Source: an optimization exercise on an open RTL-to-GDS flow (aim: small area and a short achievable clock period). Production flows keep margins and buffers that such runs may drop. In this exercise RTL edits were held to simulation tests only and were not proved equivalent to the original. The clock port is modelled as an ideal driver, which makes a skipped or thinned clock tree look cheaper than it is; a real chip needs a root buffer or a tree. Power figures rest on the tool's default switching activity, not on a simulated workload.

==> flow/design.v <==
module pattern_top (
	input  logic        clk_usb,
	input  logic        reset_i,
	input  logic [2:0]  ctl_i,
	input  logic [15:0] usb_data_i,
	input  logic        trigger_i,
	output logic [15:0] dout_o,
	output logic        dvalid_o,
	output logic        load_done_o
);
	logic        c_data_q, c_addr_q, c_pat_q;
	logic [15:0] word_q;
	always_ff @(posedge clk_usb) begin
		if (reset_i) begin
			c_data_q <= 1'b0;
			c_addr_q <= 1'b0;
			c_pat_q  <= 1'b0;
		end else begin
			c_data_q <= (ctl_i == 3'b010);
			c_addr_q <= (ctl_i == 3'b110);
			c_pat_q  <= (ctl_i == 3'b011);
		end
	end
	always_ff @(posedge clk_usb) word_q <= usb_data_i;
	logic [1:0] pend_lo_q;
	logic       pend_nz_q;
	logic       load_reset_q, load_enable_q;
	logic [1:0] last_q;
	always_ff @(posedge clk_usb) begin
		if (reset_i) begin
			pend_lo_q <= 2'd0;
			pend_nz_q <= 1'b0;
		end else if (c_data_q) begin
			pend_lo_q <= word_q[1:0];
			pend_nz_q <= |word_q;
		end
	end
	always_ff @(posedge clk_usb) begin
		if (reset_i) begin
			load_reset_q  <= 1'b0;
			load_enable_q <= 1'b0;
			last_q        <= 2'd0;
		end else if (c_addr_q) begin
			if (word_q == 16'd30) last_q        <= pend_lo_q;
			if (word_q == 16'd31) load_reset_q  <= pend_nz_q;
			if (word_q == 16'd32) load_enable_q <= pend_lo_q[0];
		end
	end
	logic [5:0]  pos_q;
	logic        done_q;
	logic [15:0] wr_row_q;
	logic [3:0]  wr_pat_q;
	logic [15:0] wr_data_q;
	logic        accept;
	assign accept = c_pat_q && load_enable_q && !load_reset_q && !done_q;
	always_ff @(posedge clk_usb) begin
		if (reset_i || load_reset_q) begin
			pos_q    <= 6'd0;
			done_q   <= 1'b0;
			wr_row_q <= 16'd0;
		end else begin
			wr_row_q <= accept ? (16'd1 << pos_q[3:0]) : 16'd0;
			if (accept) begin
				pos_q <= pos_q + 6'd1;
				if (pos_q[3:0] == 4'd15) done_q <= (pos_q[5:4] == last_q);
			end
		end
	end
	always_ff @(posedge clk_usb) begin
		wr_pat_q  <= 4'd1 << pos_q[5:4];
		wr_data_q <= word_q;
	end
	logic [15:0] mem [64];
	always_ff @(posedge clk_usb) begin
		for (int k = 0; k < 64; k++)
			if (wr_pat_q[k / 16] && wr_row_q[k % 16]) mem[k] <= wr_data_q;
	end
	logic       trig_s_q, trig_d_q;
	logic       active_q, rd_valid_q, dvalid_q;
	logic       start;
	logic [15:0] rd_data_q, dout_q;
	assign start = trig_s_q && !trig_d_q && !(active_q || rd_valid_q || dvalid_q) &&
		!load_enable_q && done_q;
	always_ff @(posedge clk_usb) begin
		if (reset_i) begin
			trig_s_q   <= 1'b0;
			trig_d_q   <= 1'b0;
			rd_valid_q <= 1'b0;
			dvalid_q   <= 1'b0;
		end else begin
			trig_s_q   <= trigger_i;
			trig_d_q   <= trig_s_q;
			rd_valid_q <= active_q;
			dvalid_q   <= rd_valid_q;
		end
	end
	logic [15:0] row_oh_q;
	logic [3:0]  disp_oh_q;
	logic [3:0]  last_oh;
	logic        disp_is_last;
	assign last_oh      = 4'b0001 << last_q;
	assign disp_is_last = |(disp_oh_q & last_oh);
	always_ff @(posedge clk_usb) begin
		if (reset_i) begin
			active_q  <= 1'b0;
			row_oh_q  <= 16'h0001;
			disp_oh_q <= 4'b0001;
		end else begin
			if (start) begin
				active_q <= 1'b1;
			end else if (active_q) begin
				row_oh_q <= {row_oh_q[14:0], row_oh_q[15]};
				if (row_oh_q[15]) begin
					active_q  <= 1'b0;
					disp_oh_q <= disp_is_last ? 4'b0001 : {disp_oh_q[2:0], disp_oh_q[3]};
				end
			end
			if (load_reset_q) disp_oh_q <= 4'b0001;
		end
	end
	logic [63:0] rd_sel;
	logic [15:0] rd_mux;
	always_comb begin
		for (int k = 0; k < 64; k++) rd_sel[k] = disp_oh_q[k / 16] & row_oh_q[k % 16];
		rd_mux = 16'd0;
		for (int k = 0; k < 64; k++) rd_mux = rd_mux | (mem[k] & {16{rd_sel[k]}});
	end
	always_ff @(posedge clk_usb) begin
		rd_data_q <= rd_mux;
		dout_q    <= rd_data_q;
	end
	assign dout_o      = dout_q;
	assign dvalid_o    = dvalid_q;
	assign load_done_o = done_q;
endmodule
clock: 4.0 ns
lec_check: 0
abc_clock_period_in_ps: 1700
cap_margin: 20
core_margin: 2
core_utilization: 40
cts_cluster_diameter: 100
cts_cluster_size: 25
setup_slack_margin: 2.25
slew_margin: 20
standard.sh (not shown) runs the stock make flow with config.mk's settings and CLKGATE_MAP_FILE= SYNTH_SCRIPT=/design/flow/synth_recipe.tcl, a recipe that flattens the netlist after the stock synthesis.
==> flow/flow/run.sh <==
#!/bin/bash
# The standard layout, except that the clock tree is built by
# flow/cts_hook.tcl: clock port -> 4 root buffers -> leaf buffers -> flops.
set -o pipefail
export PRE_CTS_TCL=$PWD/flow/cts_hook.tcl
export MYCTS_LEAVES=${MYCTS_LEAVES:-46}
export MYCTS_ROOTS=${MYCTS_ROOTS:-4}
bash standard.sh > standard_flow.log 2>&1
st=$?
cp orfs/logs/sky130hd/pattern_top/base/4_1_cts.log cts_step.log 2>/dev/null
exit $st
Other scripts of this flow, unchanged in this note and not shown: flow/flow/cts_hook.tcl, flow/flow/mytree.tcl
Then changed:
--- a/flow/design.v
+++ b/flow/design.v
@@ -78,7 +78,7 @@
 	logic       trig_s_q, trig_d_q;
 	logic       active_q, rd_valid_q, dvalid_q;
 	logic       start;
-	logic [15:0] rd_data_q, dout_q;
+	logic [15:0] dout_q;
 	assign start = trig_s_q && !trig_d_q && !(active_q || rd_valid_q || dvalid_q) &&
 		!load_enable_q && done_q;
 	always_ff @(posedge clk_usb) begin
@@ -118,16 +118,29 @@
 			if (load_reset_q) disp_oh_q <= 4'b0001;
 		end
 	end
-	logic [63:0] rd_sel;
-	logic [15:0] rd_mux;
+	logic [15:0] rd_part_q [4];
+	logic [3:0]  rd_pat_q;
+	logic [15:0] rd_t1 [4][8];
+	logic [15:0] rd_t2 [4][4];
+	logic [15:0] rd_t3 [4][2];
+	logic [15:0] rd_row [4];
 	always_comb begin
-		for (int k = 0; k < 64; k++) rd_sel[k] = disp_oh_q[k / 16] & row_oh_q[k % 16];
-		rd_mux = 16'd0;
-		for (int k = 0; k < 64; k++) rd_mux = rd_mux | (mem[k] & {16{rd_sel[k]}});
+		for (int p = 0; p < 4; p++) begin
+			for (int i = 0; i < 8; i++)
+				rd_t1[p][i] = (mem[p * 16 + 2 * i] & {16{row_oh_q[2 * i]}}) |
+					(mem[p * 16 + 2 * i + 1] & {16{row_oh_q[2 * i + 1]}});
+			for (int i = 0; i < 4; i++) rd_t2[p][i] = rd_t1[p][2 * i] | rd_t1[p][2 * i + 1];
+			for (int i = 0; i < 2; i++) rd_t3[p][i] = rd_t2[p][2 * i] | rd_t2[p][2 * i + 1];
+			rd_row[p] = rd_t3[p][0] | rd_t3[p][1];
+		end
 	end
 	always_ff @(posedge clk_usb) begin
-		rd_data_q <= rd_mux;
-		dout_q    <= rd_data_q;
+		for (int p = 0; p < 4; p++) rd_part_q[p] <= rd_row[p];
+		rd_pat_q <= disp_oh_q;
+	end
+	always_ff @(posedge clk_usb) begin
+		dout_q <= (rd_part_q[0] & {16{rd_pat_q[0]}}) | (rd_part_q[1] & {16{rd_pat_q[1]}}) |
+			(rd_part_q[2] & {16{rd_pat_q[2]}}) | (rd_part_q[3] & {16{rd_pat_q[3]}});
 	end
 	assign dout_o      = dout_q;
 	assign dvalid_o    = dvalid_q;
What happened: The changed run passed the timing, design-rule and antenna checks; routed wire length rises by 12%; worst setup slack improves by 0.15 ns; area after synthesis rises by 1.9%; die area rises by 1.8%; final area hardly moves; final cell count falls by 1.4%; utilization falls by 1.2 points; critical path depth falls by 5; sequential share of layout area rises by 2.4 points; clock power rises by about 3%; register-to-register slack improves by 0.17 ns; worst hold slack improves by 0.077 ns; global-route usage rises by 1.5 points.
No run of this note takes its clock network from TritonCTS; it comes from the design's own scripts or RTL.

Another version of the RTL of pattern_top (not shown whole).
Size in the first run: about 2,200 cells after synthesis, about 40 I/O pins, roughly 41,000 sq um of cells after synthesis.
Design pattern_top, start of the top module:
module pattern_top (
	input  logic        clk_usb,
	input  logic        reset_i,
	input  logic [2:0]  ctl_i,
	input  logic [15:0] usb_data_i,
	input  logic        trigger_i,
	output logic [15:0] dout_o,
	output logic        dvalid_o,
	output logic        load_done_o
);
==> module pattern_top, before the edit <==
module pattern_top (
	input  logic        clk_usb,
	input  logic        reset_i,
	input  logic [2:0]  ctl_i,
	input  logic [15:0] usb_data_i,
	input  logic        trigger_i,
	output logic [15:0] dout_o,
	output logic        dvalid_o,
	output logic        load_done_o
);
	logic        c_data_q, c_addr_q, c_pat_q;
	logic [15:0] word_q;
	always_ff @(posedge clk_usb) begin
		if (reset_i) begin
			c_data_q <= 1'b0;
			c_addr_q <= 1'b0;
			c_pat_q  <= 1'b0;
		end else begin
			c_data_q <= (ctl_i == 3'b010);
			c_addr_q <= (ctl_i == 3'b110);
			c_pat_q  <= (ctl_i == 3'b011);
		end
	end
	always_ff @(posedge clk_usb) word_q <= usb_data_i;
	logic [1:0] pend_lo_q;
	logic       pend_nz_q;
	logic       load_reset_q, load_enable_q;
	logic [1:0] last_q;
	always_ff @(posedge clk_usb) begin
		if (reset_i) begin
			pend_lo_q <= 2'd0;
			pend_nz_q <= 1'b0;
		end else if (c_data_q) begin
			pend_lo_q <= word_q[1:0];
			pend_nz_q <= |word_q;
		end
	end
	always_ff @(posedge clk_usb) begin
		if (reset_i) begin
			load_reset_q  <= 1'b0;
			load_enable_q <= 1'b0;
			last_q        <= 2'd0;
		end else if (c_addr_q) begin
			if (word_q == 16'd30) last_q        <= pend_lo_q;
			if (word_q == 16'd31) load_reset_q  <= pend_nz_q;
			if (word_q == 16'd32) load_enable_q <= pend_lo_q[0];
		end
	end
	logic [5:0]  pos_q;
	logic        done_q;        
	logic        done_n_q;      
	logic [15:0] wr_row_q;
	logic [3:0]  wr_pat_q;
	logic [15:0] wr_data_q;
	logic        accept;
	assign accept = c_pat_q && load_enable_q && !load_reset_q && done_n_q;
	always_ff @(posedge clk_usb) begin
		if (reset_i || load_reset_q) begin
			pos_q    <= 6'd0;
			done_q   <= 1'b0;
			done_n_q <= 1'b1;
			wr_row_q <= 16'd0;
		end else begin
			wr_row_q <= accept ? (16'd1 << pos_q[3:0]) : 16'd0;
			done_q <= !done_n_q;
			if (accept) begin
				pos_q <= pos_q + 6'd1;
				if (pos_q[3:0] == 4'd15) begin
					done_q   <= (pos_q[5:4] == last_q);
					done_n_q <= (pos_q[5:4] != last_q);
				end
			end
		end
	end
	always_ff @(posedge clk_usb) begin
		wr_pat_q  <= 4'd1 << pos_q[5:4];
		wr_data_q <= word_q;
	end
	logic [15:0] mem [64];
	always_ff @(posedge clk_usb) begin
		for (int k = 0; k < 64; k++)
			if (wr_pat_q[k / 16] && wr_row_q[k % 16]) mem[k] <= wr_data_q;
	end
	logic       trig_s_q, trig_d_q;
	logic       active_q, rd_valid_q, dvalid_q;    
	logic       dvalid_n_q;                        
	logic       start;
	logic [15:0] dout_q;
	assign start = trig_s_q && !trig_d_q && !(active_q || rd_valid_q || !dvalid_n_q) &&
		!load_enable_q && !done_n_q;
	always_ff @(posedge clk_usb) begin
		if (reset_i) begin
			trig_s_q   <= 1'b0;
			trig_d_q   <= 1'b0;
			rd_valid_q <= 1'b0;
			dvalid_q   <= 1'b0;
			dvalid_n_q <= 1'b1;
		end else begin
			trig_s_q   <= trigger_i;
			trig_d_q   <= trig_s_q;
			rd_valid_q <= active_q;
			dvalid_q   <= rd_valid_q;
			dvalid_n_q <= !rd_valid_q;
		end
	end
	logic [15:0] row_oh_q;
	logic [3:0]  disp_oh_q;
	logic [3:0]  last_oh;
	logic        disp_is_last;
	assign last_oh      = 4'b0001 << last_q;
	assign disp_is_last = |(disp_oh_q & last_oh);
	always_ff @(posedge clk_usb) begin
		if (reset_i) begin
			active_q  <= 1'b0;
			row_oh_q  <= 16'h0001;
			disp_oh_q <= 4'b0001;
		end else begin
			if (start) begin
				active_q <= 1'b1;
			end else if (active_q) begin
				row_oh_q <= {row_oh_q[14:0], row_oh_q[15]};
				if (row_oh_q[15]) begin
					active_q  <= 1'b0;
					disp_oh_q <= disp_is_last ? 4'b0001 : {disp_oh_q[2:0], disp_oh_q[3]};
				end
			end
			if (load_reset_q) disp_oh_q <= 4'b0001;
		end
	end
	logic [15:0] rd_part_q [4];
	logic [3:0]  rd_pat_q;
	logic [15:0] rd_t1 [4][8];
	logic [15:0] rd_t2 [4][4];
	logic [15:0] rd_t3 [4][2];
	logic [15:0] rd_row [4];
	always_comb begin
		for (int p = 0; p < 4; p++) begin
			for (int i = 0; i < 8; i++)
				rd_t1[p][i] = (mem[p * 16 + 2 * i] & {16{row_oh_q[2 * i]}}) |
					(mem[p * 16 + 2 * i + 1] & {16{row_oh_q[2 * i + 1]}});
			for (int i = 0; i < 4; i++) rd_t2[p][i] = rd_t1[p][2 * i] | rd_t1[p][2 * i + 1];
			for (int i = 0; i < 2; i++) rd_t3[p][i] = rd_t2[p][2 * i] | rd_t2[p][2 * i + 1];
			rd_row[p] = rd_t3[p][0] | rd_t3[p][1];
		end
	end
	always_ff @(posedge clk_usb) begin
		for (int p = 0; p < 4; p++) rd_part_q[p] <= rd_row[p];
		rd_pat_q <= disp_oh_q;
	end
	always_ff @(posedge clk_usb) begin
		dout_q <= (rd_part_q[0] & {16{rd_pat_q[0]}}) | (rd_part_q[1] & {16{rd_pat_q[1]}}) |
			(rd_part_q[2] & {16{rd_pat_q[2]}}) | (rd_part_q[3] & {16{rd_pat_q[3]}});
	end
	assign dout_o      = dout_q;
	assign dvalid_o    = dvalid_q;
	assign load_done_o = done_q;
endmodule
export LEC_CHECK = 0
export ABC_CLOCK_PERIOD_IN_PS = 1700
export CAP_MARGIN = 20
export CORE_MARGIN = 2
export CORE_UTILIZATION = 55
export CTS_CLUSTER_DIAMETER = 100
export CTS_CLUSTER_SIZE = 25
export SETUP_SLACK_MARGIN = 2.4
export SLEW_MARGIN = 20
create_clock -name core_clock -period 4.0 [get_ports {clk_usb}]
==> flow/flow/run.sh <==
#!/bin/bash
# The standard layout, except that the clock tree is built by
# flow/cts_hook.tcl: clock port -> 4 root inverters -> leaf inverters -> flops
# (two inversions, so every flop sees the clock's rising edge).
set -o pipefail
export PRE_CTS_TCL=$PWD/flow/cts_hook.tcl
export MYCTS_LEAVES=${MYCTS_LEAVES:-60}
export MYCTS_ROOTS=${MYCTS_ROOTS:-4}
export MYCTS_LEAF_CELL=${MYCTS_LEAF_CELL:-sky130_fd_sc_hd__clkinv_8}
export MYCTS_ROOT_CELL=${MYCTS_ROOT_CELL:-sky130_fd_sc_hd__clkinv_16}
bash standard.sh > standard_flow.log 2>&1
st=$?
cp orfs/logs/sky130hd/pattern_top/base/4_1_cts.log cts_step.log 2>/dev/null
exit $st
Other scripts of this flow, unchanged in this note and not shown: flow/flow/cts_hook.tcl, flow/flow/mytree.tcl
Next try:
--- a/flow/design.v
+++ b/flow/design.v
@@ -102,9 +102,10 @@
 			dvalid_q   <= rd_valid_q;
 			dvalid_n_q <= !rd_valid_q;
 		end
 	end
-	logic [15:0] row_oh_q;
+	logic [15:0] row_oh_q;      
+	logic [15:0] row_ohn_q;     
 	logic [3:0]  disp_oh_q;
 	logic [3:0]  last_oh;
 	logic        disp_is_last;
 	assign last_oh      = 4'b0001 << last_q;
@@ -112,14 +113,16 @@
 	always_ff @(posedge clk_usb) begin
 		if (reset_i) begin
 			active_q  <= 1'b0;
 			row_oh_q  <= 16'h0001;
+			row_ohn_q <= 16'hfffe;
 			disp_oh_q <= 4'b0001;
 		end else begin
 			if (start) begin
 				active_q <= 1'b1;
 			end else if (active_q) begin
-				row_oh_q <= {row_oh_q[14:0], row_oh_q[15]};
+				row_oh_q  <= {row_oh_q[14:0], row_oh_q[15]};
+				row_ohn_q <= {row_ohn_q[14:0], row_ohn_q[15]};
 				if (row_oh_q[15]) begin
 					active_q  <= 1'b0;
 					disp_oh_q <= disp_is_last ? 4'b0001 : {disp_oh_q[2:0], disp_oh_q[3]};
 				end
@@ -132,13 +135,18 @@
 	logic [15:0] rd_t1 [4][8];
 	logic [15:0] rd_t2 [4][4];
 	logic [15:0] rd_t3 [4][2];
 	logic [15:0] rd_row [4];
+	logic [15:0] rd_rsel [4];
+	assign rd_rsel[0] = row_oh_q;
+	assign rd_rsel[1] = row_oh_q;
+	assign rd_rsel[2] = ~row_ohn_q;
+	assign rd_rsel[3] = ~row_ohn_q;
 	always_comb begin
 		for (int p = 0; p < 4; p++) begin
 			for (int i = 0; i < 8; i++)
-				rd_t1[p][i] = (mem[p * 16 + 2 * i] & {16{row_oh_q[2 * i]}}) |
-					(mem[p * 16 + 2 * i + 1] & {16{row_oh_q[2 * i + 1]}});
+				rd_t1[p][i] = (mem[p * 16 + 2 * i] & {16{rd_rsel[p][2 * i]}}) |
+					(mem[p * 16 + 2 * i + 1] & {16{rd_rsel[p][2 * i + 1]}});
 			for (int i = 0; i < 4; i++) rd_t2[p][i] = rd_t1[p][2 * i] | rd_t1[p][2 * i + 1];
 			for (int i = 0; i < 2; i++) rd_t3[p][i] = rd_t2[p][2 * i] | rd_t2[p][2 * i + 1];
 			rd_row[p] = rd_t3[p][0] | rd_t3[p][1];
 		end
=> Final cell count is higher by 1.2%. Via count is lower by 2.9%. Worst setup slack is worse by 0.055 ns. Design area is lower by 0.81%. Core utilization is lower by 1.5 points. Wire length is lower by 10%. Hold slack is worse by 0.011 ns. Sequential share of layout area is higher by 1.3 points. Die area is higher by 1.3%. Clock power is about the same. Critical path depth is lower by 2. Flip-flop and latch count is higher by 16. Power is higher by 0.99%.
No run of this note takes its clock network from TritonCTS; it comes from the design's own scripts or RTL.

==> what the ideal ports hide <==
Ports are ideal in the flow. The routed layouts listed here were re-timed in OpenROAD. Step 1: set_driving_cell puts a clkbuf_16 on clk_usb and a buf_2 on each other input, an assumption about the parent block. Step 2 times the ports against the registers' clock, not the clock port: input delays grow and output delays shrink by t, the midpoint of the rising clock arrivals with the driver on. Three values: ideal, step 1, step 2; two values: the first two.
run	shift t [ns]	setup slack, ns	pins driven straight from the clock port
the first run of note 1	0.571	2.080 / 2.080 / 2.025	4
the second run of note 1	0.595	2.234 / 2.079 / 2.124	4
the first run of note 2	0.644	2.319 / 2.079 / 2.101	4
the second run of note 2	0.635	2.264 / 2.091 / 2.112	4
After both steps every run listed still meets setup and hold. For the first run of note 2, which loses most, drivers alone change the setup slack by -0.240 ns; drivers and shift together by -0.218 ns.
